Background: an optimization exercise with open tools, aiming at small area, a short achievable clock period and few clock cycles. Do not read the settings as production practice. RTL that was checked went through simulation tests only; none was proved equivalent to the original. Function not checked in run 4: the RTL went through the layout flow alone. Power figures rest on the tool's default switching activity, not on a simulated workload.

[design/flow/config.mk]
export PLATFORM = sky130hd
export DESIGN_NAME = energy_vad_endpoint_detector_core
export DESIGN_NICKNAME = energy_vad_endpoint_detector_core
export VERILOG_FILES = /design/flow/design.v
export SDC_FILE = /design/flow/constraint.sdc
export NUM_CORES = 4
export LEC_CHECK = 0
export ABC_AREA = 1
export CAP_MARGIN = 20
export CORE_MARGIN = 2
export CORE_UTILIZATION = 75
export PLACE_DENSITY = 0.85
export SLEW_MARGIN = 20
[design/flow/constraint.sdc]
create_clock -name core_clock -period 10.0 [get_ports {clk}]
set_input_delay 2.0000 -clock core_clock [delete_from_list [all_inputs] [get_ports {clk}]]
set_output_delay 2.0000 -clock core_clock [all_outputs]
set_load 0.01 [all_outputs]
[design/flow/design.v]
`timescale 1ns / 1ps
package evad_pkg;
  localparam logic [1:0] OP_SAMPLE = 2'd0;
  localparam logic [1:0] OP_TICK   = 2'd1;
  localparam logic [1:0] OP_OPEN   = 2'd2;
  localparam logic [1:0] OP_STOP   = 2'd3;
  localparam logic [2:0] CFG_LOUD_MEAN_SQUARE = 3'd0;
  localparam logic [2:0] CFG_SPEECH_MIN_TIME  = 3'd1;
  localparam logic [2:0] CFG_SILENCE_END_TIME = 3'd2;
  localparam logic [2:0] CFG_MAX_UTTER_TIME   = 3'd3;
  localparam logic [2:0] CFG_TICK_TIME        = 3'd4;
  localparam logic [30:0] LMS_RESET     = 31'd68719;
  localparam logic [15:0] SPEECH_RESET  = 16'd400;
  localparam logic [15:0] SILENCE_RESET = 16'd900;
  localparam logic [15:0] MAX_RESET     = 16'd20000;
  localparam logic [9:0]  TICK_RESET    = 10'd50;
endpackage
`timescale 1ns / 1ps
module evad_square (
  input  logic [14:0] y,       
  input  logic        s,       
  input  logic [30:0] nl,
  output logic [32:0] u_a,
  output logic [32:0] u_b
);
  logic p_0_1, p_0_2, p_0_3, p_0_4, p_0_5, p_0_6, p_0_7, p_0_8, p_0_9, p_0_10, p_0_11, p_0_12;
  logic p_0_13, p_0_14, p_1_2, p_1_3, p_1_4, p_1_5, p_1_6, p_1_7, p_1_8, p_1_9, p_1_10, p_1_11;
  logic p_1_12, p_1_13, p_1_14, p_2_3, p_2_4, p_2_5, p_2_6, p_2_7, p_2_8, p_2_9, p_2_10, p_2_11;
  logic p_2_12, p_2_13, p_2_14, p_3_4, p_3_5, p_3_6, p_3_7, p_3_8, p_3_9, p_3_10, p_3_11, p_3_12;
  logic p_3_13, p_3_14, p_4_5, p_4_6, p_4_7, p_4_8, p_4_9, p_4_10, p_4_11, p_4_12, p_4_13, p_4_14;
  logic p_5_6, p_5_7, p_5_8, p_5_9, p_5_10, p_5_11, p_5_12, p_5_13, p_5_14, p_6_7, p_6_8, p_6_9;
  logic p_6_10, p_6_11, p_6_12, p_6_13, p_6_14, p_7_8, p_7_9, p_7_10, p_7_11, p_7_12, p_7_13, p_7_14;
  logic p_8_9, p_8_10, p_8_11, p_8_12, p_8_13, p_8_14, p_9_10, p_9_11, p_9_12, p_9_13, p_9_14, p_10_11;
  logic p_10_12, p_10_13, p_10_14, p_11_12, p_11_13, p_11_14, p_12_13, p_12_14, p_13_14, t_0, t_1, t_2;
  logic t_3, t_4, t_5, t_6, t_7, t_8, t_9, t_10, t_11, t_12, t_13, t_14;
  logic w1, w2, w3, w4, w5, w6, w7, w8, w9, w10, w11, w12;
  logic w13, w14, w15, w16, w17, w18, w19, w20, w21, w22, w23, w24;
  logic w25, w26, w27, w28, w29, w30, w31, w32, w33, w34, w35, w36;
  logic w37, w38, w39, w40, w41, w42, w43, w44, w45, w46, w47, w48;
  logic w49, w50, w51, w52, w53, w54, w55, w56, w57, w58, w59, w60;
  logic w61, w62, w63, w64, w65, w66, w67, w68, w69, w70, w71, w72;
  logic w73, w74, w75, w76, w77, w78, w79, w80, w81, w82, w83, w84;
  logic w85, w86, w87, w88, w89, w90, w91, w92, w93, w94, w95, w96;
  logic w97, w98, w99, w100, w101, w102, w103, w104, w105, w106, w107, w108;
  logic w109, w110, w111, w112, w113, w114, w115, w116, w117, w118, w119, w120;
  logic w121, w122, w123, w124, w125, w126, w127, w128, w129, w130, w131, w132;
  logic w133, w134, w135, w136, w137, w138, w139, w140, w141, w142, w143, w144;
  logic w145, w146, w147, w148, w149, w150, w151, w152, w153, w154, w155, w156;
  logic w157, w158, w159, w160, w161, w162, w163, w164, w165, w166, w167, w168;
  logic w169, w170, w171, w172, w173, w174, w175, w176, w177, w178, w179, w180;
  logic w181, w182, w183, w184, w185, w186, w187, w188, w189, w190, w191, w192;
  logic w193, w194, w195, w196, w197, w198, w199, w200, w201, w202, w203, w204;
  logic w205, w206, w207, w208, w209, w210, w211, w212, w213, w214, w215, w216;
  logic w217, w218, w219, w220, w221, w222, w223, w224, w225, w226, w227, w228;
  logic w229, w230, w231, w232, w233, w234, w235, w236, w237, w238, w239, w240;
  logic w241, w242, w243, w244, w245, w246, w247, w248, w249, w250, w251, w252;
  logic w253, w254, w255, w256, w257, w258, w259, w260, w261, w262, w263, w264;
  logic w265, w266, w267, w268, w269, w270;
  assign p_0_1 = y[0] & y[1];
  assign p_0_2 = y[0] & y[2];
  assign p_0_3 = y[0] & y[3];
  assign p_0_4 = y[0] & y[4];
  assign p_0_5 = y[0] & y[5];
  assign p_0_6 = y[0] & y[6];
  assign p_0_7 = y[0] & y[7];
  assign p_0_8 = y[0] & y[8];
  assign p_0_9 = y[0] & y[9];
  assign p_0_10 = y[0] & y[10];
  assign p_0_11 = y[0] & y[11];
  assign p_0_12 = y[0] & y[12];
  assign p_0_13 = y[0] & y[13];
  assign p_0_14 = y[0] & y[14];
  assign p_1_2 = y[1] & y[2];
  assign p_1_3 = y[1] & y[3];
  assign p_1_4 = y[1] & y[4];
  assign p_1_5 = y[1] & y[5];
  assign p_1_6 = y[1] & y[6];
  assign p_1_7 = y[1] & y[7];
  assign p_1_8 = y[1] & y[8];
  assign p_1_9 = y[1] & y[9];
  assign p_1_10 = y[1] & y[10];
  assign p_1_11 = y[1] & y[11];
  assign p_1_12 = y[1] & y[12];
  assign p_1_13 = y[1] & y[13];
  assign p_1_14 = y[1] & y[14];
  assign p_2_3 = y[2] & y[3];
  assign p_2_4 = y[2] & y[4];
  assign p_2_5 = y[2] & y[5];
  assign p_2_6 = y[2] & y[6];
  assign p_2_7 = y[2] & y[7];
  assign p_2_8 = y[2] & y[8];
  assign p_2_9 = y[2] & y[9];
  assign p_2_10 = y[2] & y[10];
  assign p_2_11 = y[2] & y[11];
  assign p_2_12 = y[2] & y[12];
  assign p_2_13 = y[2] & y[13];
  assign p_2_14 = y[2] & y[14];
  assign p_3_4 = y[3] & y[4];
  assign p_3_5 = y[3] & y[5];
  assign p_3_6 = y[3] & y[6];
  assign p_3_7 = y[3] & y[7];
  assign p_3_8 = y[3] & y[8];
  assign p_3_9 = y[3] & y[9];
  assign p_3_10 = y[3] & y[10];
  assign p_3_11 = y[3] & y[11];
  assign p_3_12 = y[3] & y[12];
  assign p_3_13 = y[3] & y[13];
  assign p_3_14 = y[3] & y[14];
  assign p_4_5 = y[4] & y[5];
  assign p_4_6 = y[4] & y[6];
  assign p_4_7 = y[4] & y[7];
  assign p_4_8 = y[4] & y[8];
  assign p_4_9 = y[4] & y[9];
  assign p_4_10 = y[4] & y[10];
  assign p_4_11 = y[4] & y[11];
  assign p_4_12 = y[4] & y[12];
  assign p_4_13 = y[4] & y[13];
  assign p_4_14 = y[4] & y[14];
  assign p_5_6 = y[5] & y[6];
  assign p_5_7 = y[5] & y[7];
  assign p_5_8 = y[5] & y[8];
  assign p_5_9 = y[5] & y[9];
  assign p_5_10 = y[5] & y[10];
  assign p_5_11 = y[5] & y[11];
  assign p_5_12 = y[5] & y[12];
  assign p_5_13 = y[5] & y[13];
  assign p_5_14 = y[5] & y[14];
  assign p_6_7 = y[6] & y[7];
  assign p_6_8 = y[6] & y[8];
  assign p_6_9 = y[6] & y[9];
  assign p_6_10 = y[6] & y[10];
  assign p_6_11 = y[6] & y[11];
  assign p_6_12 = y[6] & y[12];
  assign p_6_13 = y[6] & y[13];
  assign p_6_14 = y[6] & y[14];
  assign p_7_8 = y[7] & y[8];
  assign p_7_9 = y[7] & y[9];
  assign p_7_10 = y[7] & y[10];
  assign p_7_11 = y[7] & y[11];
  assign p_7_12 = y[7] & y[12];
  assign p_7_13 = y[7] & y[13];
  assign p_7_14 = y[7] & y[14];
  assign p_8_9 = y[8] & y[9];
  assign p_8_10 = y[8] & y[10];
  assign p_8_11 = y[8] & y[11];
  assign p_8_12 = y[8] & y[12];
  assign p_8_13 = y[8] & y[13];
  assign p_8_14 = y[8] & y[14];
  assign p_9_10 = y[9] & y[10];
  assign p_9_11 = y[9] & y[11];
  assign p_9_12 = y[9] & y[12];
  assign p_9_13 = y[9] & y[13];
  assign p_9_14 = y[9] & y[14];
  assign p_10_11 = y[10] & y[11];
  assign p_10_12 = y[10] & y[12];
  assign p_10_13 = y[10] & y[13];
  assign p_10_14 = y[10] & y[14];
  assign p_11_12 = y[11] & y[12];
  assign p_11_13 = y[11] & y[13];
  assign p_11_14 = y[11] & y[14];
  assign p_12_13 = y[12] & y[13];
  assign p_12_14 = y[12] & y[14];
  assign p_13_14 = y[13] & y[14];
  assign t_0 = y[0] & s;
  assign t_1 = y[1] & s;
  assign t_2 = y[2] & s;
  assign t_3 = y[3] & s;
  assign t_4 = y[4] & s;
  assign t_5 = y[5] & s;
  assign t_6 = y[6] & s;
  assign t_7 = y[7] & s;
  assign t_8 = y[8] & s;
  assign t_9 = y[9] & s;
  assign t_10 = y[10] & s;
  assign t_11 = y[11] & s;
  assign t_12 = y[12] & s;
  assign t_13 = y[13] & s;
  assign t_14 = y[14] & s;
  assign w1 = p_0_13 ^ p_1_12;
  assign w2 = p_0_13 & p_1_12;
  assign w3 = p_0_14 ^ p_1_13;
  assign w4 = p_0_14 & p_1_13;
  assign w5 = p_1_14 ^ p_2_13;
  assign w6 = p_1_14 & p_2_13;
  assign w7 = p_0_7 ^ p_1_6;
  assign w8 = p_0_7 & p_1_6;
  assign w9 = p_0_8 ^ p_1_7;
  assign w10 = p_0_8 & p_1_7;
  assign w11 = p_0_9 ^ p_1_8 ^ p_2_7;
  assign w12 = (p_0_9 & p_1_8) | (p_0_9 & p_2_7) | (p_1_8 & p_2_7);
  assign w13 = p_3_6 ^ p_4_5;
  assign w14 = p_3_6 & p_4_5;
  assign w15 = p_0_10 ^ p_1_9 ^ p_2_8;
  assign w16 = (p_0_10 & p_1_9) | (p_0_10 & p_2_8) | (p_1_9 & p_2_8);
  assign w17 = p_3_7 ^ p_4_6;
  assign w18 = p_3_7 & p_4_6;
  assign w19 = p_0_11 ^ p_1_10 ^ p_2_9;
  assign w20 = (p_0_11 & p_1_10) | (p_0_11 & p_2_9) | (p_1_10 & p_2_9);
  assign w21 = p_3_8 ^ p_4_7 ^ p_5_6;
  assign w22 = (p_3_8 & p_4_7) | (p_3_8 & p_5_6) | (p_4_7 & p_5_6);
  assign w23 = y[6] ^ t_11;
  assign w24 = y[6] & t_11;
  assign w25 = p_0_12 ^ p_1_11 ^ p_2_10;
  assign w26 = (p_0_12 & p_1_11) | (p_0_12 & p_2_10) | (p_1_11 & p_2_10);
  assign w27 = p_3_9 ^ p_4_8 ^ p_5_7;
  assign w28 = (p_3_9 & p_4_8) | (p_3_9 & p_5_7) | (p_4_8 & p_5_7);
  assign w29 = t_12 ^ nl[13];
  assign w30 = t_12 & nl[13];
  assign w31 = w1 ^ p_2_11 ^ p_3_10;
  assign w32 = (w1 & p_2_11) | (w1 & p_3_10) | (p_2_11 & p_3_10);
  assign w33 = p_4_9 ^ p_5_8 ^ p_6_7;
  assign w34 = (p_4_9 & p_5_8) | (p_4_9 & p_6_7) | (p_5_8 & p_6_7);
  assign w35 = y[7] ^ t_13 ^ nl[14];
  assign w36 = (y[7] & t_13) | (y[7] & nl[14]) | (t_13 & nl[14]);
  assign w37 = w2 ^ w3 ^ p_2_12;
  assign w38 = (w2 & w3) | (w2 & p_2_12) | (w3 & p_2_12);
  assign w39 = p_3_11 ^ p_4_10 ^ p_5_9;
  assign w40 = (p_3_11 & p_4_10) | (p_3_11 & p_5_9) | (p_4_10 & p_5_9);
  assign w41 = p_6_8 ^ t_14 ^ nl[15];
  assign w42 = (p_6_8 & t_14) | (p_6_8 & nl[15]) | (t_14 & nl[15]);
  assign w43 = w4 ^ w5 ^ p_3_12;
  assign w44 = (w4 & w5) | (w4 & p_3_12) | (w5 & p_3_12);
  assign w45 = p_4_11 ^ p_5_10 ^ p_6_9;
  assign w46 = (p_4_11 & p_5_10) | (p_4_11 & p_6_9) | (p_5_10 & p_6_9);
  assign w47 = p_7_8 ^ y[8] ^ nl[16];
  assign w48 = (p_7_8 & y[8]) | (p_7_8 & nl[16]) | (y[8] & nl[16]);
  assign w49 = w6 ^ p_2_14 ^ p_3_13;
  assign w50 = (w6 & p_2_14) | (w6 & p_3_13) | (p_2_14 & p_3_13);
  assign w51 = p_4_12 ^ p_5_11 ^ p_6_10;
  assign w52 = (p_4_12 & p_5_11) | (p_4_12 & p_6_10) | (p_5_11 & p_6_10);
  assign w53 = p_7_9 ^ nl[17];
  assign w54 = p_7_9 & nl[17];
  assign w55 = p_3_14 ^ p_4_13 ^ p_5_12;
  assign w56 = (p_3_14 & p_4_13) | (p_3_14 & p_5_12) | (p_4_13 & p_5_12);
  assign w57 = p_6_11 ^ p_7_10 ^ p_8_9;
  assign w58 = (p_6_11 & p_7_10) | (p_6_11 & p_8_9) | (p_7_10 & p_8_9);
  assign w59 = y[9] ^ nl[18];
  assign w60 = y[9] & nl[18];
  assign w61 = p_4_14 ^ p_5_13 ^ p_6_12;
  assign w62 = (p_4_14 & p_5_13) | (p_4_14 & p_6_12) | (p_5_13 & p_6_12);
  assign w63 = p_7_11 ^ p_8_10;
  assign w64 = p_7_11 & p_8_10;
  assign w65 = p_5_14 ^ p_6_13 ^ p_7_12;
  assign w66 = (p_5_14 & p_6_13) | (p_5_14 & p_7_12) | (p_6_13 & p_7_12);
  assign w67 = p_8_11 ^ p_9_10;
  assign w68 = p_8_11 & p_9_10;
  assign w69 = p_6_14 ^ p_7_13;
  assign w70 = p_6_14 & p_7_13;
  assign w71 = p_7_14 ^ p_8_13;
  assign w72 = p_7_14 & p_8_13;
  assign w73 = p_0_3 ^ p_1_2;
  assign w74 = p_0_3 & p_1_2;
  assign w75 = p_0_4 ^ p_1_3;
  assign w76 = p_0_4 & p_1_3;
  assign w77 = p_0_5 ^ p_1_4 ^ p_2_3;
  assign w78 = (p_0_5 & p_1_4) | (p_0_5 & p_2_3) | (p_1_4 & p_2_3);
  assign w79 = y[3] ^ t_5;
  assign w80 = y[3] & t_5;
  assign w81 = p_0_6 ^ p_1_5 ^ p_2_4;
  assign w82 = (p_0_6 & p_1_5) | (p_0_6 & p_2_4) | (p_1_5 & p_2_4);
  assign w83 = t_6 ^ nl[7];
  assign w84 = t_6 & nl[7];
  assign w85 = w7 ^ p_2_5 ^ p_3_4;
  assign w86 = (w7 & p_2_5) | (w7 & p_3_4) | (p_2_5 & p_3_4);
  assign w87 = y[4] ^ t_7 ^ nl[8];
  assign w88 = (y[4] & t_7) | (y[4] & nl[8]) | (t_7 & nl[8]);
  assign w89 = w8 ^ w9 ^ p_2_6;
  assign w90 = (w8 & w9) | (w8 & p_2_6) | (w9 & p_2_6);
  assign w91 = p_3_5 ^ t_8 ^ nl[9];
  assign w92 = (p_3_5 & t_8) | (p_3_5 & nl[9]) | (t_8 & nl[9]);
  assign w93 = w10 ^ w11 ^ w13;
  assign w94 = (w10 & w11) | (w10 & w13) | (w11 & w13);
  assign w95 = y[5] ^ t_9 ^ nl[10];
  assign w96 = (y[5] & t_9) | (y[5] & nl[10]) | (t_9 & nl[10]);
  assign w97 = w12 ^ w14 ^ w15;
  assign w98 = (w12 & w14) | (w12 & w15) | (w14 & w15);
  assign w99 = w17 ^ t_10 ^ nl[11];
  assign w100 = (w17 & t_10) | (w17 & nl[11]) | (t_10 & nl[11]);
  assign w101 = w16 ^ w18 ^ w19;
  assign w102 = (w16 & w18) | (w16 & w19) | (w18 & w19);
  assign w103 = w21 ^ w23 ^ nl[12];
  assign w104 = (w21 & w23) | (w21 & nl[12]) | (w23 & nl[12]);
  assign w105 = w20 ^ w22 ^ w24;
  assign w106 = (w20 & w22) | (w20 & w24) | (w22 & w24);
  assign w107 = w25 ^ w27 ^ w29;
  assign w108 = (w25 & w27) | (w25 & w29) | (w27 & w29);
  assign w109 = w26 ^ w28 ^ w30;
  assign w110 = (w26 & w28) | (w26 & w30) | (w28 & w30);
  assign w111 = w31 ^ w33 ^ w35;
  assign w112 = (w31 & w33) | (w31 & w35) | (w33 & w35);
  assign w113 = w32 ^ w34 ^ w36;
  assign w114 = (w32 & w34) | (w32 & w36) | (w34 & w36);
  assign w115 = w37 ^ w39 ^ w41;
  assign w116 = (w37 & w39) | (w37 & w41) | (w39 & w41);
  assign w117 = w38 ^ w40 ^ w42;
  assign w118 = (w38 & w40) | (w38 & w42) | (w40 & w42);
  assign w119 = w43 ^ w45 ^ w47;
  assign w120 = (w43 & w45) | (w43 & w47) | (w45 & w47);
  assign w121 = w44 ^ w46 ^ w48;
  assign w122 = (w44 & w46) | (w44 & w48) | (w46 & w48);
  assign w123 = w49 ^ w51 ^ w53;
  assign w124 = (w49 & w51) | (w49 & w53) | (w51 & w53);
  assign w125 = w50 ^ w52 ^ w54;
  assign w126 = (w50 & w52) | (w50 & w54) | (w52 & w54);
  assign w127 = w55 ^ w57 ^ w59;
  assign w128 = (w55 & w57) | (w55 & w59) | (w57 & w59);
  assign w129 = w56 ^ w58 ^ w60;
  assign w130 = (w56 & w58) | (w56 & w60) | (w58 & w60);
  assign w131 = w61 ^ w63 ^ nl[19];
  assign w132 = (w61 & w63) | (w61 & nl[19]) | (w63 & nl[19]);
  assign w133 = w62 ^ w64 ^ w65;
  assign w134 = (w62 & w64) | (w62 & w65) | (w64 & w65);
  assign w135 = w67 ^ y[10] ^ nl[20];
  assign w136 = (w67 & y[10]) | (w67 & nl[20]) | (y[10] & nl[20]);
  assign w137 = w66 ^ w68 ^ w69;
  assign w138 = (w66 & w68) | (w66 & w69) | (w68 & w69);
  assign w139 = p_8_12 ^ p_9_11 ^ nl[21];
  assign w140 = (p_8_12 & p_9_11) | (p_8_12 & nl[21]) | (p_9_11 & nl[21]);
  assign w141 = w70 ^ w71 ^ p_9_12;
  assign w142 = (w70 & w71) | (w70 & p_9_12) | (w71 & p_9_12);
  assign w143 = p_10_11 ^ y[11] ^ nl[22];
  assign w144 = (p_10_11 & y[11]) | (p_10_11 & nl[22]) | (y[11] & nl[22]);
  assign w145 = w72 ^ p_8_14 ^ p_9_13;
  assign w146 = (w72 & p_8_14) | (w72 & p_9_13) | (p_8_14 & p_9_13);
  assign w147 = p_10_12 ^ nl[23];
  assign w148 = p_10_12 & nl[23];
  assign w149 = p_9_14 ^ p_10_13 ^ p_11_12;
  assign w150 = (p_9_14 & p_10_13) | (p_9_14 & p_11_12) | (p_10_13 & p_11_12);
  assign w151 = y[12] ^ nl[24];
  assign w152 = y[12] & nl[24];
  assign w153 = p_10_14 ^ p_11_13;
  assign w154 = p_10_14 & p_11_13;
  assign w155 = p_11_14 ^ p_12_13;
  assign w156 = p_11_14 & p_12_13;
  assign w157 = p_0_1 ^ y[1];
  assign w158 = p_0_1 & y[1];
  assign w159 = p_0_2 ^ t_2;
  assign w160 = p_0_2 & t_2;
  assign w161 = w73 ^ y[2] ^ t_3;
  assign w162 = (w73 & y[2]) | (w73 & t_3) | (y[2] & t_3);
  assign w163 = w74 ^ w75 ^ t_4;
  assign w164 = (w74 & w75) | (w74 & t_4) | (w75 & t_4);
  assign w165 = w76 ^ w77 ^ w79;
  assign w166 = (w76 & w77) | (w76 & w79) | (w77 & w79);
  assign w167 = w78 ^ w80 ^ w81;
  assign w168 = (w78 & w80) | (w78 & w81) | (w80 & w81);
  assign w169 = w82 ^ w84 ^ w85;
  assign w170 = (w82 & w84) | (w82 & w85) | (w84 & w85);
  assign w171 = w86 ^ w88 ^ w89;
  assign w172 = (w86 & w88) | (w86 & w89) | (w88 & w89);
  assign w173 = w90 ^ w92 ^ w93;
  assign w174 = (w90 & w92) | (w90 & w93) | (w92 & w93);
  assign w175 = w94 ^ w96 ^ w97;
  assign w176 = (w94 & w96) | (w94 & w97) | (w96 & w97);
  assign w177 = w98 ^ w100 ^ w101;
  assign w178 = (w98 & w100) | (w98 & w101) | (w100 & w101);
  assign w179 = w102 ^ w104 ^ w105;
  assign w180 = (w102 & w104) | (w102 & w105) | (w104 & w105);
  assign w181 = w106 ^ w108 ^ w109;
  assign w182 = (w106 & w108) | (w106 & w109) | (w108 & w109);
  assign w183 = w110 ^ w112 ^ w113;
  assign w184 = (w110 & w112) | (w110 & w113) | (w112 & w113);
  assign w185 = w114 ^ w116 ^ w117;
  assign w186 = (w114 & w116) | (w114 & w117) | (w116 & w117);
  assign w187 = w118 ^ w120 ^ w121;
  assign w188 = (w118 & w120) | (w118 & w121) | (w120 & w121);
  assign w189 = w122 ^ w124 ^ w125;
  assign w190 = (w122 & w124) | (w122 & w125) | (w124 & w125);
  assign w191 = w126 ^ w128 ^ w129;
  assign w192 = (w126 & w128) | (w126 & w129) | (w128 & w129);
  assign w193 = w130 ^ w132 ^ w133;
  assign w194 = (w130 & w132) | (w130 & w133) | (w132 & w133);
  assign w195 = w134 ^ w136 ^ w137;
  assign w196 = (w134 & w136) | (w134 & w137) | (w136 & w137);
  assign w197 = w138 ^ w140 ^ w141;
  assign w198 = (w138 & w140) | (w138 & w141) | (w140 & w141);
  assign w199 = w142 ^ w144 ^ w145;
  assign w200 = (w142 & w144) | (w142 & w145) | (w144 & w145);
  assign w201 = w146 ^ w148 ^ w149;
  assign w202 = (w146 & w148) | (w146 & w149) | (w148 & w149);
  assign w203 = w150 ^ w152 ^ w153;
  assign w204 = (w150 & w152) | (w150 & w153) | (w152 & w153);
  assign w205 = w154 ^ w155 ^ y[13];
  assign w206 = (w154 & w155) | (w154 & y[13]) | (w155 & y[13]);
  assign w207 = w156 ^ p_12_14;
  assign w208 = w156 & p_12_14;
  assign w209 = p_13_14 ^ y[14];
  assign w210 = p_13_14 & y[14];
  assign w211 = y[0] ^ s;
  assign w212 = y[0] & s;
  assign w213 = t_0 ^ nl[1];
  assign w214 = t_0 & nl[1];
  assign w215 = w157 ^ t_1 ^ nl[2];
  assign w216 = (w157 & t_1) | (w157 & nl[2]) | (t_1 & nl[2]);
  assign w217 = w158 ^ w159 ^ nl[3];
  assign w218 = (w158 & w159) | (w158 & nl[3]) | (w159 & nl[3]);
  assign w219 = w160 ^ w161 ^ nl[4];
  assign w220 = (w160 & w161) | (w160 & nl[4]) | (w161 & nl[4]);
  assign w221 = w162 ^ w163 ^ nl[5];
  assign w222 = (w162 & w163) | (w162 & nl[5]) | (w163 & nl[5]);
  assign w223 = w164 ^ w165 ^ nl[6];
  assign w224 = (w164 & w165) | (w164 & nl[6]) | (w165 & nl[6]);
  assign w225 = w166 ^ w167 ^ w83;
  assign w226 = (w166 & w167) | (w166 & w83) | (w167 & w83);
  assign w227 = w168 ^ w169 ^ w87;
  assign w228 = (w168 & w169) | (w168 & w87) | (w169 & w87);
  assign w229 = w170 ^ w171 ^ w91;
  assign w230 = (w170 & w171) | (w170 & w91) | (w171 & w91);
  assign w231 = w172 ^ w173 ^ w95;
  assign w232 = (w172 & w173) | (w172 & w95) | (w173 & w95);
  assign w233 = w174 ^ w175 ^ w99;
  assign w234 = (w174 & w175) | (w174 & w99) | (w175 & w99);
  assign w235 = w176 ^ w177 ^ w103;
  assign w236 = (w176 & w177) | (w176 & w103) | (w177 & w103);
  assign w237 = w178 ^ w179 ^ w107;
  assign w238 = (w178 & w179) | (w178 & w107) | (w179 & w107);
  assign w239 = w180 ^ w181 ^ w111;
  assign w240 = (w180 & w181) | (w180 & w111) | (w181 & w111);
  assign w241 = w182 ^ w183 ^ w115;
  assign w242 = (w182 & w183) | (w182 & w115) | (w183 & w115);
  assign w243 = w184 ^ w185 ^ w119;
  assign w244 = (w184 & w185) | (w184 & w119) | (w185 & w119);
  assign w245 = w186 ^ w187 ^ w123;
  assign w246 = (w186 & w187) | (w186 & w123) | (w187 & w123);
  assign w247 = w188 ^ w189 ^ w127;
  assign w248 = (w188 & w189) | (w188 & w127) | (w189 & w127);
  assign w249 = w190 ^ w191 ^ w131;
  assign w250 = (w190 & w191) | (w190 & w131) | (w191 & w131);
  assign w251 = w192 ^ w193 ^ w135;
  assign w252 = (w192 & w193) | (w192 & w135) | (w193 & w135);
  assign w253 = w194 ^ w195 ^ w139;
  assign w254 = (w194 & w195) | (w194 & w139) | (w195 & w139);
  assign w255 = w196 ^ w197 ^ w143;
  assign w256 = (w196 & w197) | (w196 & w143) | (w197 & w143);
  assign w257 = w198 ^ w199 ^ w147;
  assign w258 = (w198 & w199) | (w198 & w147) | (w199 & w147);
  assign w259 = w200 ^ w201 ^ w151;
  assign w260 = (w200 & w201) | (w200 & w151) | (w201 & w151);
  assign w261 = w202 ^ w203 ^ nl[25];
  assign w262 = (w202 & w203) | (w202 & nl[25]) | (w203 & nl[25]);
  assign w263 = w204 ^ w205 ^ nl[26];
  assign w264 = (w204 & w205) | (w204 & nl[26]) | (w205 & nl[26]);
  assign w265 = w206 ^ w207 ^ nl[27];
  assign w266 = (w206 & w207) | (w206 & nl[27]) | (w207 & nl[27]);
  assign w267 = w208 ^ w209 ^ nl[28];
  assign w268 = (w208 & w209) | (w208 & nl[28]) | (w209 & nl[28]);
  assign w269 = w210 ^ nl[29];
  assign w270 = w210 & nl[29];
  assign u_a = {1'b0, 1'b0, w270, w268, w266, w264, w262, w260, w258, w256, w254, w252, w250, w248, w246, w244, w242, w240, w238, w236, w234, w232, w230, w228, w226, w224, w222, w220, w218, w216, w214, w212, w211};
  assign u_b = {1'b0, 1'b0, nl[30], w269, w267, w265, w263, w261, w259, w257, w255, w253, w251, w249, w247, w245, w243, w241, w239, w237, w235, w233, w231, w229, w227, w225, w223, w221, w219, w217, w215, w213, nl[0]};
endmodule
`timescale 1ns / 1ps
import evad_pkg::*;
module energy_vad_endpoint_detector_core (
  input  logic        clk,
  input  logic        rst,
  input  logic        s_tvalid,
  output logic        s_tready,
  input  logic [15:0] s_tdata,
  input  logic [1:0]  s_tuser,
  input  logic        s_tlast,
  output logic        m_tvalid,
  input  logic        m_tready,
  output logic [7:0]  m_tdata,
  input  logic        cfg_we,
  input  logic [2:0]  cfg_index,
  input  logic [30:0] cfg_wdata
);
  logic [30:0] nlms;          
  logic [15:0] speech_min;
  logic [15:0] silence_end;
  logic [15:0] max_utter;
  logic [9:0]  tick;
  logic        wr_lms;
  assign wr_lms = cfg_we && (cfg_index == CFG_LOUD_MEAN_SQUARE);
  always_ff @(posedge clk) begin
    if (rst) begin
      nlms        <= ~LMS_RESET;
      speech_min  <= SPEECH_RESET;
      silence_end <= SILENCE_RESET;
      max_utter   <= MAX_RESET;
      tick        <= TICK_RESET;
    end else if (cfg_we) begin
      case (cfg_index)
        CFG_LOUD_MEAN_SQUARE: nlms        <= ~cfg_wdata;
        CFG_SPEECH_MIN_TIME:  speech_min  <= cfg_wdata[15:0];
        CFG_SILENCE_END_TIME: silence_end <= cfg_wdata[15:0];
        CFG_MAX_UTTER_TIME:   max_utter   <= cfg_wdata[15:0];
        CFG_TICK_TIME:        tick        <= cfg_wdata[9:0];
        default: ;
      endcase
    end
  end
  logic [14:0] y0;            
  logic        s0;            
  logic [1:0]  op0;
  logic        last0;
  logic        v0;
  logic        accept;
  assign accept = s_tvalid && s_tready;
  always_ff @(posedge clk) begin
    y0    <= s_tdata[14:0] ^ {15{s_tdata[15]}};
    s0    <= s_tdata[15];
    op0   <= s_tuser;
    last0 <= s_tlast;
    v0    <= !rst && accept;
  end
  logic [32:0] sq_a, sq_b;    
  logic [43:0] a1;
  logic [30:0] b1;
  logic [1:0]  op1;
  logic        last1;
  logic        v1;
  evad_square u_square (
    .y   (y0),
    .s   (s0),
    .nl  (nlms),
    .u_a (sq_a),
    .u_b (sq_b)
  );
  logic        pass_a, pass_b, tail, dirty;
  logic [3:0]  step;
  logic        step_last;
  logic        corr_start, again;
  logic [12:0] count;
  assign step_last  = (step == 4'd12);
  assign corr_start = wr_lms && !pass_a && !pass_b && !tail && (count != '0);
  assign again      = tail && (dirty || wr_lms);
  always_ff @(posedge clk) begin
    op1   <= op0;
    last1 <= last0;
    v1    <= !rst && v0;
    if (v0)                            a1 <= {13'h1FFF, sq_a[30:0]};   
    else if (pass_a && step_last)      a1 <= {13'h1FFF, nlms};
    else if (pass_a)                   a1 <= {a1[42:0], 1'b0};
    else if (pass_b)                   a1 <= {a1[42:0], 1'b1};
    else if (tail)                     a1 <= {13'd0, ~a1[43:13]};
    else                               a1 <= {13'd0, ~nlms};
    b1 <= v0 ? sq_b[30:0] : 31'd0;
  end
  always_ff @(posedge clk) begin
    if (rst) begin
      pass_a <= 1'b0;
      pass_b <= 1'b0;
      tail   <= 1'b0;
      dirty  <= 1'b0;
      step   <= '0;
    end else begin
      tail <= pass_b && step_last;
      if (corr_start || again) begin
        pass_a <= 1'b1;
        step   <= '0;
      end else if (pass_a && step_last) begin
        pass_a <= 1'b0;
        pass_b <= 1'b1;
        step   <= '0;
      end else if (pass_b && step_last) begin
        pass_b <= 1'b0;
        step   <= '0;
      end else if (pass_a || pass_b) begin
        step   <= step + 4'd1;
      end
      if (tail) dirty <= 1'b0;
      else if (wr_lms && (pass_b || (pass_a && step_last))) dirty <= 1'b1;
    end
  end
  logic [43:0] acc_e;
  logic [43:0] sum_e;
  logic        add_c;
  logic [43:0] cs1_s, cs1_c;
  logic        level;
  logic        level_next;
  logic        smp1;
  logic        busy;
  logic        count_bit;
  assign busy  = pass_a || pass_b;    
  assign smp1  = v1 && (op1 == OP_SAMPLE);
  assign add_c = busy ? pass_b : 1'b1;
  assign cs1_s = acc_e ^ a1 ^ 44'(b1);
  assign cs1_c = (acc_e & a1) | (acc_e & 44'(b1)) | (a1 & 44'(b1));
  evad_add #(
    .W (44)
  ) u_add_e (
    .a (cs1_s),
    .b ({cs1_c[42:0], add_c}),
    .s (sum_e)
  );
  assign count_bit = count[step];
  always_comb begin
    level_next = level;
    if (smp1 && last1) level_next = count[12] ? !acc_e[43] : !sum_e[43];
  end
  always_ff @(posedge clk) begin
    if (rst) begin
      acc_e <= '1;
      count <= '0;
      level <= 1'b0;
    end else if (busy) begin
      if (count_bit) acc_e <= sum_e;
    end else if (smp1) begin
      level <= level_next;
      if (last1) begin
        acc_e <= '1;
        count <= '0;
      end else if (!count[12]) begin
        acc_e <= sum_e;
        count <= count + 13'd1;
      end
    end
  end
  logic        turn_open, heard, ended;
  logic [15:0] speech_time, quiet_time;
  logic [15:0] time_base, time_thr, time_other;
  logic [16:0] time_sum;
  logic [15:0] time_sat;
  logic        ge_thr, ge_max;
  logic        open_next, heard_next, ended_next;
  logic [15:0] speech_next, quiet_next;
  logic        endpoint, cause, forward;
  assign time_base  = level ? speech_time : quiet_time;
  assign time_thr   = level ? speech_min : silence_end;
  assign time_other = level ? 16'd0 : quiet_time;
  assign time_sum   = 17'(time_base) + 17'(tick);
  assign time_sat   = time_sum[16] ? 16'hFFFF : time_sum[15:0];
  evad_ge2 u_ge_thr (
    .a (time_base), .t (tick), .c (time_thr), .ge (ge_thr)
  );
  evad_ge3 u_ge_max (
    .a (speech_time), .b (time_other), .t (tick), .c (max_utter), .ge (ge_max)
  );
  always_comb begin
    open_next   = turn_open;
    heard_next  = heard;
    ended_next  = ended;
    speech_next = speech_time;
    quiet_next  = quiet_time;
    endpoint    = 1'b0;
    cause       = 1'b0;
    forward     = 1'b0;
    case (op1)
      OP_SAMPLE: forward = turn_open;
      OP_TICK: begin
        if (turn_open && !ended) begin
          if (level) begin
            speech_next = time_sat;
            quiet_next  = '0;
            if (ge_thr) heard_next = 1'b1;
          end else begin
            quiet_next = time_sat;
          end
          if (!level && heard && ge_thr) begin
            ended_next = 1'b1;
            endpoint   = 1'b1;
          end else if (ge_max) begin
            ended_next = 1'b1;
            endpoint   = 1'b1;
            cause      = 1'b1;
          end
        end
      end
      OP_OPEN: begin
        speech_next = '0;
        quiet_next  = '0;
        heard_next  = 1'b0;
        ended_next  = 1'b0;
        open_next   = 1'b1;
      end
      default: open_next = 1'b0;
    endcase
  end
  always_ff @(posedge clk) begin
    if (rst) begin
      turn_open   <= 1'b0;
      heard       <= 1'b0;
    end else if (v1) begin
      turn_open   <= open_next;
      heard       <= heard_next;
    end
  end
  always_ff @(posedge clk) begin
    if (v1) begin
      ended       <= ended_next;
      speech_time <= speech_next;
      quiet_time  <= quiet_next;
    end
  end
  logic [5:0] res;
  logic [5:0] ring [0:2];
  logic [1:0] wr_ptr, rd_ptr;
  logic [1:0] qc;             
  logic [5:0] m_flags;
  logic [5:0] head;
  logic       have, load;
  logic       out_free;
  logic       take;
  logic [2:0] inflight, inflight_next;
  assign res      = {heard_next, forward, open_next, level_next, cause, endpoint};
  assign out_free = !m_tvalid || m_tready;
  assign take     = m_tvalid && m_tready;
  assign have     = (qc != 2'd0) || v1;
  assign load     = out_free && have;
  assign head     = (qc != 2'd0) ? ring[rd_ptr] : res;
  assign m_tdata  = {2'b00, m_flags};
  always_ff @(posedge clk) begin
    if (v1) ring[wr_ptr] <= res;
    if (out_free) m_flags <= head;
  end
  always_ff @(posedge clk) begin
    if (rst) begin
      m_tvalid <= 1'b0;
      qc       <= '0;
      wr_ptr   <= '0;
      rd_ptr   <= '0;
    end else begin
      if (out_free) m_tvalid <= have;
      qc <= qc + 2'(v1) - 2'(load);
      if (v1)   wr_ptr <= (wr_ptr == 2'd2) ? 2'd0 : wr_ptr + 2'd1;
      if (load) rd_ptr <= (rd_ptr == 2'd2) ? 2'd0 : rd_ptr + 2'd1;
    end
  end
  logic [2:0] inflight_inc, inflight_dec;
  logic       credit_ok, hold_off;
  assign inflight_inc  = inflight + 3'd1;
  assign inflight_dec  = inflight - 3'd1;
  assign inflight_next = (accept && !take) ? inflight_inc :
                         (take && !accept) ? inflight_dec : inflight;
  assign credit_ok = (inflight <= 3'd2)
                  || ((inflight == 3'd3) && (!accept || take))
                  || ((inflight == 3'd4) && take);
  assign hold_off  = pass_a || pass_b || (tail && dirty)
                  || (wr_lms && (tail || (count != '0)));
  always_ff @(posedge clk) begin
    if (rst) begin
      inflight <= '0;
      s_tready <= 1'b0;
    end else begin
      inflight <= inflight_next;
      s_tready <= credit_ok && !hold_off;
    end
  end
endmodule
module evad_add #(
  parameter int W = 44
) (
  input  logic [W-1:0] a,
  input  logic [W-1:0] b,
  output logic [W-1:0] s
);
  localparam int LV = $clog2(W);
  logic [W-1:0] gp [0:LV];    
  logic [W-1:0] pp [0:LV];    
  assign gp[0] = a & b;
  assign pp[0] = a ^ b;
  for (genvar l = 0; l < LV; l++) begin : g_level
    for (genvar i = 0; i < W; i++) begin : g_bit
      if (((i >> l) & 1) == 1) begin : g_comb
        localparam int J = ((i >> l) << l) - 1;
        assign gp[l+1][i] = gp[l][i] | (pp[l][i] & gp[l][J]);
        assign pp[l+1][i] = pp[l][i] & pp[l][J];
      end else begin : g_pass
        assign gp[l+1][i] = gp[l][i];
        assign pp[l+1][i] = pp[l][i];
      end
    end
  end
  assign s = (a ^ b) ^ {gp[LV][W-2:0], 1'b0};
endmodule
module evad_carry #(
  parameter int W = 18
) (
  input  logic [W-1:0] a,
  input  logic [W-1:0] b,
  output logic         co
);
  logic [31:0] gl [0:5];
  logic [31:0] pl [0:5];
  assign gl[0] = 32'(a & b);
  assign pl[0] = 32'(a | b);
  for (genvar l = 0; l < 5; l++) begin : g_level
    localparam int N = (W + (1 << l) - 1) >> l;    
    for (genvar j = 0; j < 16; j++) begin : g_node
      if (2 * j + 1 < N) begin : g_comb
        assign gl[l+1][j] = gl[l][2*j+1] | (pl[l][2*j+1] & gl[l][2*j]);
        assign pl[l+1][j] = pl[l][2*j+1] & pl[l][2*j];
      end else if (2 * j < N) begin : g_pass
        assign gl[l+1][j] = gl[l][2*j];
        assign pl[l+1][j] = pl[l][2*j];
      end else begin : g_none
        assign gl[l+1][j] = 1'b0;
        assign pl[l+1][j] = 1'b0;
      end
    end
    assign gl[l+1][31:16] = '0;
    assign pl[l+1][31:16] = '0;
  end
  assign co = gl[5][0];
endmodule
module evad_ge2 (
  input  logic [15:0] a,
  input  logic [9:0]  t,
  input  logic [15:0] c,
  output logic        ge
);
  logic [16:0] x, nc, s, k;
  logic        co;
  assign x  = {1'b0, a};
  assign nc = ~{1'b0, c};
  assign s  = x ^ nc ^ 17'(t);
  assign k  = (x & nc) | (x & 17'(t)) | (nc & 17'(t));
  evad_carry #(
    .W (17)
  ) u_carry (
    .a  (s),
    .b  ({k[15:0], 1'b1}),
    .co (co)
  );
  assign ge = co | k[16];
endmodule
module evad_ge3 (
  input  logic [15:0] a,
  input  logic [15:0] b,
  input  logic [9:0]  t,
  input  logic [15:0] c,
  output logic        ge
);
  logic [17:0] x, y, nc, s1, k1, k1s, s2, k2;
  logic        co;
  assign x   = {2'b00, a};
  assign y   = {2'b00, b};
  assign nc  = ~{2'b00, c};
  assign s1  = x ^ nc ^ 18'(t);
  assign k1  = (x & nc) | (x & 18'(t)) | (nc & 18'(t));
  assign k1s = {k1[16:0], 1'b0};
  assign s2  = s1 ^ k1s ^ y;
  assign k2  = (s1 & k1s) | (s1 & y) | (k1s & y);
  evad_carry #(
    .W (18)
  ) u_carry (
    .a  (s2),
    .b  ({k2[16:0], 1'b1}),
    .co (co)
  );
  assign ge = co | k2[17];
endmodule
[design/flow/flow/run.sh]
#!/bin/bash
# Layout flow: the standard ORFS flow, with two changes to how the layout
# is made (the clock period and constraints are unchanged):
#  - the timing repair after floorplan, clock-tree synthesis and global
#    routing aims for setup slack of REPAIR_MARGIN ns;
#  - every input and output port still gets its own buffer, but a plain
#    buf_1 (the repair resizes it where timing needs) instead of a delay cell.
# Each step's full output is in orfs/logs/; make's own output goes to
# flow_make.log here.
set -euo pipefail
REPAIR_MARGIN=7.0
bash standard.sh SETUP_SLACK_MARGIN=$REPAIR_MARGIN \
  "BUFFER_PORTS_ARGS=-buffer_cell sky130_fd_sc_hd__buf_1" finish > flow_make.log 2>&1
[design/flow/standard.sh]
#!/bin/bash
# synth_recipe.tcl (not shown) runs the flow's synth.tcl, then flattens the netlist and writes it again
# the make line also repeats each setting of config.mk as NAME=value (left out here)
make -C /OpenROAD-flow-scripts/flow DESIGN_CONFIG=/design/flow/config.mk WORK_HOME=/design/flow/orfs CLKGATE_MAP_FILE= SYNTH_SCRIPT=/design/flow/synth_recipe.tcl "${@:-finish}"
==> notes.md, run 1 <==
status=complete, no violations; Seq/Total Area, Yosys=32.7%; CP Max Fanout=5; Max Clock Freq=325 MHz; gp weighted congestion=0.949; crit path capture type=flop; vias=19,508; final hold vios=0; Synth Area in XOR/XNOR=1.90%; CTS max path bufs=3; VDD IR max=0.177 mV; Hold Crit Class=flop to flop; per-cell routed wire length=19.2 um; Synth async-reset ratio=0%; antenna violations before repair=2; power density cells=196 mW/mm^2; CTS tree=built; starting density of the core=75.9%; vias per std cell=6.08; post-synthesis mux area share=0.600%; Compound-Gate Fraction of Synth Area=13.0%; max cap viols=0; DRT met1 WL=23,400 um; Highest Signal Layer=met5; final setup TNS=0 ps; Total Power=4.80 mW; Post-Synth Adder-Cell Area=22.9%; width of the die=174 um; register bit total from synthesis=326; post-synth cell types=57; Mapped Cells=2,736; clock latency on the worst-skew pair=530 ps; FP Rows=62; worst hold path depth=0; CTS H-tree lvls=2; Worst Max-Slew Pin Slew=1040 ps; vias in the first global route=18,687; data required time of the worst path=10,420 ps; Slew Limit Fails=0; period utilization=30.7%; largest family of logic cells by synthesized area=adder cells; # DRC=0; routed wl met3=6940 um; CP Data Arrival Time=3490 ps; # nets final=3,146; Layout Skew=14.2 ps; crit path launch type=flop; min Tclk post-route=3070 ps; Leakage=12.1 nW; Ports=68; Post-Synth Simple-Gate Area=17.5%; core area=0.0285 mm^2; Post-synth EDFFs=57; synthesized area per cell=7.92 um^2; R2R depth=13; grt total ovfl=0; RSZ-0062 raised after global routing=true; ys flop type=dfxtp_1; final setup vio count=0; Root Buffer=clkbuf_16; Port Buf Inserts=65; crit path kind=flop to flop; total CTS buffers=37; synth warn=10; full die area=0.0303 mm^2; Die H=174 um; drt pass-1 iters=8; post-route ant nets=0; Detailed Place HPWL=38,600 um; area grow syn2layout=12.9%; first-pass GRT wire length=92,500 um; clock slew at reported path FFs=60 ps; Initial DRC Count=2,585; Slew headroom=30.9%; largest net degree at the start of global routing=86; routed length on met2=28,300 um; GRT Util Overall=38.0%; n_diodes=0; Total Wirelength=61,700 um; Syn Std Cell Area=0.0217 mm^2; fraction of layout cells with a size suffix above 1=11.9%; clock sink total=326
## Yosys cell counts (all sizes together), types with 7 or more instances
master | number | area, um^2
nor3 | 30 | 175
xnor2 | 15 | 131
o41ai | 7 | 61.3
fa | 176 | 3520
or2 | 9 | 56.3
a21oi | 175 | 898
a31oi | 7 | 43.8
buf | 27 | 159
clkbuf | 82 | 308
nand3 | 108 | 556
o21ai | 229 | 1160
o22ai | 14 | 87.6
dfxtp | 269 | 5390
edfxtp | 57 | 1710
inv | 533 | 2000
o311ai | 10 | 87.6
xor2 | 32 | 280
nor2 | 212 | 826
nand2 | 545 | 2110
ha | 115 | 1440
o31ai | 12 | 90.1
mux2i | 13 | 130
o21bai | 13 | 109
## per-layer routing
layer / global-route usage, % / vias to the layer above
met2: 60.4 / 1361
met1: 53.0 / 9102
met4: 16.1 / 4
li1: - / 8743
met3: 5.21 / 298
met5: 0 / -
## cell usage in the layout, fill, tap and decap left out, types with 9 or more instances in the layout
master / n
ha_1: 106
o31ai_1: 12
fa_2: 15
nor3_1: 25
buf_1: 58
nand2_1: 504
nand3_1: 97
inv_2: 30
o311ai_0: 10
dfxtp_1: 239
nand3_2: 11
a21oi_2: 10
dfxtp_2: 12
a21oi_1: 158
clkbuf_16: 42
edfxtp_1: 57
inv_1: 497
buf_4: 48
mux2i_1: 13
fa_1: 161
o22ai_1: 14
xnor2_1: 15
nor2_1: 193
nand2_2: 27
xor2_1: 32
o21bai_1: 11
buf_6: 9
o21ai_1: 20
or2_2: 9
o21ai_0: 202
nor2_2: 11
nand2_4: 12
dfxtp_4: 18
## final cells by class
| class | count | area (um^2) |
|---|---|---|
| well taps | 384 | 480 |
| fillers | 1654 | 4070 |
| multi-input cells | 1769 | 12600 |
| flip-flops and latches | 326 | 7180 |
| clock inverters | 13 | 121 |
| clock buffers | 54 | 1130 |
| repair buffers | 129 | 901 |
| inverters | 534 | 2040 |
## critical path, stage by stage (launching register included)
cell and delay (ps):
dfxtp_4 390, nand2_1 80, inv_2 80, ha_4 120, inv_1 50, fa_1 550
inv_1 70, fa_2 410, inv_1 120, fa_1 450, inv_2 70, fa_1 430
nand2_1 90, inv_1 60
## power by group
part	switching [mW]	total [mW]	internal (mW)	leakage, nW
sequential	0.103	1.54	1.44	2.74
combinational	1.13	1.85	0.727	8.69
clock	0.570	1.41	0.842	0.630
total	1.80	4.80	3.01	12.1
## timing repair
item | 4_1_cts | 5_1_grt
hold endpoints to repair | 0 | 0
cloned | 2 | 1
gates resized for setup | 69 | 156
hold buffers | 0 | 0
endpoints found under the setup margin | 236 | 153
pin swaps | 7 | 57
setup buffers | 28 | 24
## logic make-up (layout without fill, tap and decap cells)
group	count (synthesis)	count (layout)
simple gates	915	916
mux	13	13
xor+xnor	47	47
other cells	1	2
buf+inv	643	730
flops	326	326
compound gates	500	500
fa+ha+maj	291	291
## registers in the layout (all words and copies together) (netlist names), 16 cells and up, named ones only
| name | cells |
|---|---|
| speech_time | 16 |
| nlms | 31 |
| b1 | 31 |
| a1 | 44 |
| acc_e | 44 |
| ring | 18 |
| quiet_time | 16 |
| speech_min | 16 |
| silence_end | 16 |
| max_utter | 16 |
## per-stage QoR
stage                     cell area [um^2]  utilization (%)  worst slack, ps  hold WS [ps]  instances
after detailed placement             22100             77.4             5270           315       3087
after global placement               22100             77.4             5300           310       3087
after global routing                 24500             85.8             6840           331       3209
after CTS                            23800             83.3             6970           329       3184
after floorplan                      21800                -             6950           310       2737
final                                24500             85.8             6930           328       3209
## worst paths after layout
path / slack [ps] / start / end
min reg2reg: 330 / last0 / last1
min: 330 / last0 / last1
max reg2reg: 6930 / y0[13] / b1[18]
max: 6930 / y0[13] / b1[18]
Testbench counts, summed over its fixed seeds: cycles 160,139.
==> inputs of run 2 (changes only) <==
--- a/design/flow/config.mk
+++ b/design/flow/config.mk
@@ -8,6 +8,5 @@
 export ABC_AREA = 1
 export CAP_MARGIN = 20
 export CORE_MARGIN = 2
-export CORE_UTILIZATION = 75
-export PLACE_DENSITY = 0.85
+export CORE_UTILIZATION = 40
 export SLEW_MARGIN = 20
==> run 2 against run 1 <==
Against the previous run:
- largest cell class unchanged
- core utilization down 39 points
- critical path type is now flop to output pin
- worst setup slack better by 19 ps
- die area up 85%
- critical endpoint is now m_tdata[2]
==> notes.md, run 2 <==
status=complete, no violations; Leakage=12.1 nW; top cells by area, synth=dfxtp_1 25%, fa_1 16%, inv_1 9.1%; Total Wirelength=59,000 um; starting density of the core=40.4%; vias per std cell=5.10; synth warn=10; Root Buffer=clkbuf_16; CTS H-tree lvls=2; cell taking the most area after synthesis=dfxtp_1; # DRC=0; total CTS buffers=39; Total Power=4.70 mW; Compound-Gate Fraction of Synth Area=13.0%; vias=18,013; routed wl met3=3390 um; core area=0.0537 mm^2; Layout Skew=27.9 ps; VDD IR max=0.121 mV; Detailed Place HPWL=41,200 um; Ports=68; Worst Max-Slew Pin Slew=1120 ps; share of the synthesized area in the top cell type=24.8%; Hold Crit Class=flop to flop; Synth async-reset ratio=0%; clock slew at reported path FFs=60 ps; gp weighted congestion=0.907; slowest CP cell=edfxtp_1; register bit total from synthesis=326; full die area=0.0561 mm^2; DRT met1 WL=26,200 um; CTS tree=built; grt total ovfl=0; critical path's top delay family=flip-flops; final hold vios=0; post-route ant nets=0; FP Rows=85; CP cell instances=clkbuf_2; largest family of logic cells by synthesized area=adder cells; data required time of the worst path=8000 ps; Max Clock Freq=327 MHz; CP bufs+invs=1; GRT Util Overall=21.0%; Syn Std Cell Area=0.0217 mm^2; RSZ-0062 raised after global routing=true; commonest cells in the netlist=528 x inv_1, 528 x nand2_1, 269 x dfxtp_1; # nets final=3,157; ys flop type=dfxtp_1; n_diodes=0; Synth Area in XOR/XNOR=1.90%; Post-synth EDFFs=57; CTS max path bufs=3; Port Buf Inserts=65; Slew Limit Fails=0; width of the die=237 um; CP Data Arrival Time=1050 ps; Post-Synth Adder-Cell Area=22.9%; largest registers=a1: 44 flops, acc_e: 44 flops; crit path capture type=output pin; crit path launch type=flop; per-cell routed wire length=16.7 um; drt pass-1 iters=7; area grow syn2layout=14.8%; min Tclk post-route=3050 ps; largest net degree at the start of global routing=86; most common cell after layout, fill and taps aside=nand2_1; synthesized area per cell=7.92 um^2; post-synthesis mux area share=0.600%; final setup TNS=0 ps; Hold-fix buffers, CTS=0; fraction of layout cells with a size suffix above 1=11.6%; most frequent cells in the layout=513 x nand2_1, 499 x inv_1, 239 x dfxtp_1; crit path kind=flop to output pin; Post-Synth Simple-Gate Area=17.5%; Worst path max stage delay=370 ps; Slew headroom=25.2%; Highest Signal Layer=met4; clock latency on the worst-skew pair=550 ps; Seq/Total Area, Yosys=32.7%; final setup vio count=0; Initial DRC Count=1,227; power density cells=189 mW/mm^2; max cap viols=0; first-pass GRT wire length=93,900 um; CP Max Fanout=1; Mapped Cells=2,736; period utilization=30.5%; vias in the first global route=17,797; antenna violations before repair=1; post-synth cell types=57; clock sink total=326; Die H=237 um; routed length on met2=28,100 um
[run 2: cell type report]
| cell class | instances | area (um^2) |
|---|---|---|
| Fill cell | 5114 | 28800 |
| Multi-Input combinational cell | 1769 | 12600 |
| Sequential cell | 326 | 7180 |
| Inverter | 534 | 2030 |
| Clock buffer | 49 | 1070 |
| Timing Repair Buffer | 138 | 975 |
| Tap cell | 696 | 871 |
| Clock inverter | 19 | 205 |
[run 2: worst paths after layout]
check | startpoint | end | slack (ps) | depth (start not counted)
min reg2reg | last0 | last1 | 330 | 0
min | last0 | last1 | 330 | 0
max | m_flags[2] | m_tdata[2] | 6950 | 1
max reg2reg | b1[0] | acc_e[26] | 7060 | 16
[run 2: cells by family (layout without fill, tap and decap cells)]
family / after synthesis / in the layout
simple gates: 915 / 916
buf+inv: 643 / 740
compound gates: 500 / 500
flops: 326 / 326
fa+ha+maj: 291 / 291
xor+xnor: 47 / 47
mux: 13 / 13
other cells: 1 / 2
[run 2: report_power, final]
group	internal (mW)	switching, mW
registers	1.44	0.0986
logic	0.705	1.02
clock network	0.864	0.576
[run 2: repair_timing]
| item | CTS | global route |
|---|---|---|
| cloned | 2 | 2 |
| endpoints found under the setup margin | 204 | 170 |
| gates resized for setup | 55 | 135 |
| pin swaps | 4 | 56 |
| buffers inserted | 24 | 34 |
[run 2: layer usage]
layer	up-vias	GRT usage, %
met3	93	3.07
met1	8677	27.7
met5	-	0
met4	0	5.75
met2	504	35.8
li1	8739	-
[run 2: per-stage QoR]
step	utilization, %	std cells	hold WS, ps	setup WS, ps	instance area (um^2)
CTS	45.0	3495	328	6910	24200
finish	46.4	3531	325	6950	24900
detailed placement	41.9	3401	314	6040	22500
floorplan	-	2737	310	6950	21800
global route	46.4	3531	331	6890	24900
global placement	41.9	3401	313	6120	22500
[run 2: worst reg2reg max path, delay by kind of cell, from the launching register on]
kind            cells  cell delay, ps
buf+inv             1             160
compound gates      3             480
fa+ha+maj           3            1070
flops               1             320
simple gates        9             770
==> inputs of run 3 (changes only) <==
--- a/design/flow/config.mk
+++ b/design/flow/config.mk
@@ -9,4 +9,5 @@
 export CAP_MARGIN = 20
 export CORE_MARGIN = 2
 export CORE_UTILIZATION = 40
+export CTS_BUF_LIST = sky130_fd_sc_hd__clkbuf_4 sky130_fd_sc_hd__clkbuf_8
 export SLEW_MARGIN = 20
==> run 3 against run 2 <==
Against the previous run:
- synthesized cell count did not move
- sequential share of layout area up 0.11 points
- sequential cell count unchanged
- critical path depth unchanged
- wire length shrank 0.37%
- clock skew rose by 16 ps
- first-iteration DRC count is 3.3% higher
- design area is 0.39% lower
- via count increased by 0.19%
==> notes.md, run 3 <==
CTS tree=built; Initial DRC Count=1,268; Worst R2R Start=y0[13]; Worst Max-Slew Pin Slew=990 ps; Hold Crit Class=flop to flop; Seq/Total Area, Yosys=32.7%; # DRC=0; GRT Util Overall=21.0%; max cap viols=0; CP bufs+invs=1; first-pass GRT wire length=93,900 um; crit path launch type=flop; starting density of the core=40.4%; Final Cell Area=0.0248 mm^2; R2R depth=11; Detailed Place HPWL=41,200 um; area grow syn2layout=14.4%; Placed Instances=3,401; number of stages on the worst setup path=1; vias per std cell=5.08; width of the die=237 um; clock sink total=326; r2r setup slk=7080 ps; ys flop type=dfxtp_1; grt total ovfl=0; total CTS buffers=57; crit path kind=flop to output pin; min Tclk post-route=3140 ps; Slew Limit Fails=0; cell taking the most area after synthesis=dfxtp_1; final core utilization=46.2%; Total Power=4.60 mW; CP Data Arrival Time=1140 ps; CTS max path bufs=3; CTS H-tree lvls=2; Leakage=12.1 nW; Synth async-reset ratio=0%; most common cell after layout, fill and taps aside=nand2_1; synth warn=10; Post-synth EDFFs=57; Layout Skew=44.1 ps; final hold vios=0; register bit total from synthesis=326; final setup vio count=0; most frequent cells in the layout=517 x nand2_1, 502 x inv_1, 239 x dfxtp_1; Worst path max stage delay=370 ps; top cells by area, synth=dfxtp_1 25%, fa_1 16%, inv_1 9.1%; Critical Path Start=m_flags[2]; # nets final=3,160; period utilization=31.4%; Port Buf Inserts=65; final setup TNS=0 ps; antenna violations before repair=1; critical path's top delay family=flip-flops; commonest cells in the netlist=528 x inv_1, 528 x nand2_1, 269 x dfxtp_1; gp weighted congestion=0.907; Max Clock Freq=318 MHz; Mapped Cells=2,736; fraction of layout cells with a size suffix above 1=12.1%; CP Max Fanout=1; data required time of the worst path=8000 ps; RSZ-0062 raised after global routing=true; Die H=237 um; Syn Std Cell Area=0.0217 mm^2; crit path capture type=output pin; synthesized area per cell=7.92 um^2; worst flop-to-flop path endpoint=b1[15]; post-route ant nets=0; per-cell routed wire length=16.5 um; power density cells=185 mW/mm^2; share of the synthesized area in the top cell type=24.8%; drt pass-1 iters=5; Slew headroom=34.0%; vias=18,047; core area=0.0537 mm^2; FP Rows=85; slowest CP cell=edfxtp_1; vias in the first global route=17,951; Ports=68; Worst setup endpoint=m_tdata[2]; largest registers=a1: 44 flops, acc_e: 44 flops; clock latency on the worst-skew pair=670 ps; clock slew at reported path FFs=60 ps; Root Buffer=clkbuf_8; VDD IR max=0.111 mV; Non-Filler Instances=3,556; full die area=0.0561 mm^2; status=complete, no violations; Total Wirelength=58,800 um; area post-placement=0.0225 mm^2; CP cell instances=clkbuf_2; post-synth cell types=57; largest net degree at the start of global routing=86
run 3: repair_timing:
action                     4_1_cts  5_1_grt
hold buffers                     0        0
gates resized for setup         55      126
pin swaps                        3       41
setup endpoints to repair      196      135
setup buffers                   21       22
gates cloned                     2        1
run 3: through the flow:
step                      setup slack [ps]  hold slack (ps)
after floorplan                       6950              310
after global placement                6120              313
after detailed placement              6040              314
after CTS                             6780              328
after global routing                  6780              331
final                                 6860              325
run 3: final cells by class:
class | count | area, um^2
fill | 5163 | 28900
multi-input combinational | 1769 | 12500
sequential | 326 | 7180
inverter | 534 | 2030
clock buffer | 87 | 1130
tap | 696 | 871
timing repair buffer | 123 | 867
clock inverter | 20 | 185
antenna | 1 | 2.50
run 3: logic make-up (layout without fill, tap and decap cells):
| kind of cell | after synthesis | after routing | synth area share, % |
|---|---|---|---|
| buffers and inverters | 643 | 764 | 11.4 |
| flip-flops | 326 | 326 | 32.7 |
| AND/OR/NAND/NOR | 915 | 916 | 17.5 |
| AO/OA/AOI/OAI | 500 | 500 | 13.0 |
| multiplexers | 13 | 13 | 0.600 |
| XOR/XNOR | 47 | 47 | 1.90 |
| adder cells (fa/ha/maj) | 291 | 291 | 22.9 |
| other | 1 | 3 | 0.0173 |
run 3: worst min-delay path by stage:
stage               slack (ps)     to   from  cells past startpoint
global placement           310  last1  last0                      0
global route               330  last1  last0                      0
CTS                        330  last1  last0                      0
finish                     320  last1  last0                      0
floorplan                  310  last1  last0                      0
detailed placement         310  last1  last0                      0
run 3: power breakdown:
group          total (mW)  leakage, nW  switching (mW)  internal, mW
combinational        1.68         8.67            1.01         0.670
sequential           1.54         2.74          0.0988          1.44
clock                1.38        0.702           0.582         0.800
run 3: metal layers:
metal / global-route usage (%) / up-vias / part of all wire, %
met2: 35.8 / 468 / 48
met1: 27.5 / 8707 / 44
met3: 3.08 / 111 / 5.3
met5: 0 / - / 0
li1: - / 8761 / -
met4: 6.64 / 0 / 2.8
==> inputs of run 4 (changes only) <==
--- a/design/flow/design.v
+++ b/design/flow/design.v
@@ -619,14 +619,14 @@
   logic        endpoint, cause, forward;
   assign time_base  = level ? speech_time : quiet_time;
   assign time_thr   = level ? speech_min : silence_end;
-  assign time_other = level ? 16'd0 : quiet_time;
+  assign time_other = level ? 16'd0 : speech_time;
   assign time_sum   = 17'(time_base) + 17'(tick);
   assign time_sat   = time_sum[16] ? 16'hFFFF : time_sum[15:0];
   evad_ge2 u_ge_thr (
     .a (time_base), .t (tick), .c (time_thr), .ge (ge_thr)
   );
   evad_ge3 u_ge_max (
-    .a (speech_time), .b (time_other), .t (tick), .c (max_utter), .ge (ge_max)
+    .a (time_base), .b (time_other), .t (tick), .c (max_utter), .ge (ge_max)
   );
   always_comb begin
     open_next   = turn_open;
@@ -828,11 +828,11 @@
   assign x   = {2'b00, a};
   assign y   = {2'b00, b};
   assign nc  = ~{2'b00, c};
-  assign s1  = x ^ nc ^ 18'(t);
-  assign k1  = (x & nc) | (x & 18'(t)) | (nc & 18'(t));
+  assign s1  = x ^ y ^ 18'(t);
+  assign k1  = (x & y) | (x & 18'(t)) | (y & 18'(t));
   assign k1s = {k1[16:0], 1'b0};
-  assign s2  = s1 ^ k1s ^ y;
-  assign k2  = (s1 & k1s) | (s1 & y) | (k1s & y);
+  assign s2  = s1 ^ k1s ^ nc;
+  assign k2  = (s1 & k1s) | (s1 & nc) | (k1s & nc);
   evad_carry #(
     .W (18)
   ) u_carry (
==> design/flow/flow/run.sh (replaced) <==
#!/bin/bash
# Layout flow: the standard ORFS flow, with the timing repair after
# clock-tree synthesis and global routing aiming for setup slack of
# REPAIR_MARGIN ns (the clock period and constraints are unchanged; only the
# repair target moves). Each step's full output is in orfs/logs/; make's own
# output goes to flow_make.log here.
set -euo pipefail
REPAIR_MARGIN=7.0
bash standard.sh SETUP_SLACK_MARGIN=$REPAIR_MARGIN finish > flow_make.log 2>&1
--- a/design/flow/config.mk
+++ b/design/flow/config.mk
@@ -9,5 +9,4 @@
 export CAP_MARGIN = 20
 export CORE_MARGIN = 2
 export CORE_UTILIZATION = 40
-export CTS_BUF_LIST = sky130_fd_sc_hd__clkbuf_4 sky130_fd_sc_hd__clkbuf_8
 export SLEW_MARGIN = 20
==> run 4 against run 3 <==
Against the previous run:
- sequential power about the same
- largest cell class unchanged
- worst hold slack improved by 1.4 ps
- critical endpoint is now m_flags[1]
- register-to-register slack got worse by 320 ps
- die area decreased by 1.3%
- largest power group unchanged
- power increased by 3.6%
- sequential share of layout area decreased by 0.61 points
- first-iteration DRC count decreased by 28%
==> notes.md, run 4 <==
share of the synthesized area in the top cell type=25.2%; area grow syn2layout=18.4%; n_diodes=0; status=complete, no violations; post-synth cell types=57; first-pass GRT wire length=91,500 um; Seq/Total Area, Yosys=33.2%; antenna violations before repair=0; Worst setup endpoint=m_flags[1]; period utilization=32.4%; Worst R2R Start=level; crit path kind=flop to flop; largest net degree at the start of global routing=92; Root Buffer=clkbuf_16; vias per std cell=5.10; # DRC=0; Post-synth EDFFs=57; Worst Max-Slew Pin Slew=1100 ps; Die H=235 um; Critical Path Start=level; post-route ant nets=0; CTS max path bufs=3; top cells by area, synth=dfxtp_1 25%, fa_1 16%, nand2_1 8.9%; drt pass-1 iters=5; FP Rows=84; Total Wirelength=56,600 um; clock sink total=326; VDD IR max=0.0970 mV; commonest cells in the netlist=506 x nand2_1, 487 x inv_1, 269 x dfxtp_1; largest registers=a1: 44 flops, acc_e: 44 flops; Synth async-reset ratio=0%; CP cell instances=buf_12 -> inv_16 -> or2_2 -> o21ai_4 -> fa_1 -> fa_1 -> nand2_2 -> nand2_2 -> a221oi_2 -> nand2_1 -> nand3_2 -> nand2_2 -> nand2_4 -> nand2_4 -> nand2_2 -> nand2_2 -> nor2_4 -> nand2_1 -> nand2_1; max cap viols=0; CTS H-tree lvls=2; Ports=68; slowest CP cell=fa_1; Hold Crit Class=flop to flop; Slew headroom=25.9%; vias in the first global route=17,444; Slew Limit Fails=0; Hold-fix buffers, CTS=0; Mapped Cells=2,677; min Tclk post-route=3240 ps; gp weighted congestion=0.877; R2R depth=19; GRT Util Overall=20.4%; final setup vio count=0; starting density of the core=40.5%; total CTS buffers=39; most frequent cells in the layout=467 x inv_1, 465 x nand2_1, 239 x dfxtp_1; final hold vios=0; full die area=0.0553 mm^2; width of the die=235 um; cell taking the most area after synthesis=dfxtp_1; clock latency on the worst-skew pair=570 ps; per-cell routed wire length=16.4 um; ys flop type=dfxtp_1; final setup TNS=0 ps; CP Max Fanout=7; CTS tree=built; power density cells=188 mW/mm^2; Initial DRC Count=914; Syn Std Cell Area=0.0214 mm^2; vias=17,628; CP Data Arrival Time=3670 ps; r2r setup slk=6760 ps; RSZ-0062 raised after global routing=true; Max Clock Freq=309 MHz; cell with the most instances after synthesis=nand2_1; crit path launch type=flop; Detailed Place HPWL=40,000 um; # nets final=3,087; grt total ovfl=0; Layout Skew=14.2 ps; CP most frequent cell=nand2_2; register bit total from synthesis=326; synthesized area per cell=7.99 um^2; Total Power=4.76 mW; data required time of the worst path=10,430 ps; most common cell after layout, fill and taps aside=inv_1; Fill cells=5,068; Port Buf Inserts=65; core area=0.0528 mm^2; fraction of layout cells with a size suffix above 1=12.7%; crit path capture type=flop; clock slew at reported path FFs=60 ps; worst flop-to-flop path endpoint=m_flags[1]; Leakage=11.9 nW; synth warn=10; Worst path max stage delay=470 ps
run 4: cell count changes in the layout (fill, tap and decap cells not counted), moves of 11 or more:
cell,change
clkbuf_16,+40
clkbuf_8,-75
clkbuf_4,-11
clkdlybuf4s50_1,+50
nand2_1,-52
o21ai_0,-14
nand3_1,-12
buf_1,-57
inv_2,-13
inv_1,-35
nand2_2,+16
run 4: report_power, final:
| group | internal [mW] | switching [mW] |
|---|---|---|
| sequential | 1.44 | 0.107 |
| combinational | 0.709 | 1.03 |
| clock | 0.879 | 0.593 |
run 4: metal layers:
layer  part of all wire (%)  track usage, %
met5                      0               0
met4                    2.6            6.08
met3                    5.1            3.01
met2                     46            33.3
met1                     47            27.9
run 4: metrics by stage:
stage	instances	setup slack, ps	hold slack, ps	utilization (%)	instance area (um^2)
after CTS	3435	6750	326	46.6	24600
after floorplan	2678	6950	310	-	21600
after global routing	3456	6580	333	48.0	25300
after global placement	3333	5440	313	42.9	22700
after detailed placement	3333	5370	312	42.9	22700
final	3456	6760	326	48.0	25300
run 4: layout make-up:
class	count	area (um^2)	area share [%]
multi-input combinational	1749	12800	50.4
sequential	326	7180	28.3
inverter	494	1910	7.55
timing repair buffer	125	1270	5.02
clock buffer	49	1040	4.13
tap	688	861	3.40
clock inverter	23	274	1.08
timing repair inverter	2	25.0	0.0988
run 4: cell families after synthesis:
group,Yosys count,synth area share [%]
flops,326,33.2
other cells,1,0.0175
simple gates,904,17.5
buf+inv,605,10.8
fa+ha+maj,292,23.3
mux,13,0.608
xor+xnor,47,1.92
compound gates,489,12.7
run 4: worst max-delay path: cells and delay by family, from the launching register on:
kind            cells  cell delay [ps]
buf+inv             2              230
flops               1              400
compound gates      2              250
simple gates       13             1270
fa+ha+maj           2              920
run 4: worst min path at each step:
stage | start | to | slack, ps | depth (start not counted)
2_1_floorplan | last0 | last1 | 310 | 0
3_3_place_gp | last0 | last1 | 310 | 0
3_5_place_dp | op0[0] | op1[0] | 310 | 0
4_1_cts | op0[0] | op1[0] | 330 | 0
5_1_grt | last0 | last1 | 330 | 0
6_report | op0[0] | op1[0] | 330 | 0
run 4: what timing repair did:
item	CTS	global route
setup buffers	24	20
gates cloned	6	1
resized for setup	163	131
pin swaps	27	57
hold endpoints to repair	0	0
setup endpoints to repair	247	157

Check on run 4: ideal ports give 6.759 ns setup slack; a clkbuf_16 on the clock port and buf_2 on the inputs give 6.759 ns; moving port delays by the midpoint clock arrival (0.620 ns) as well gives 6.508 ns.
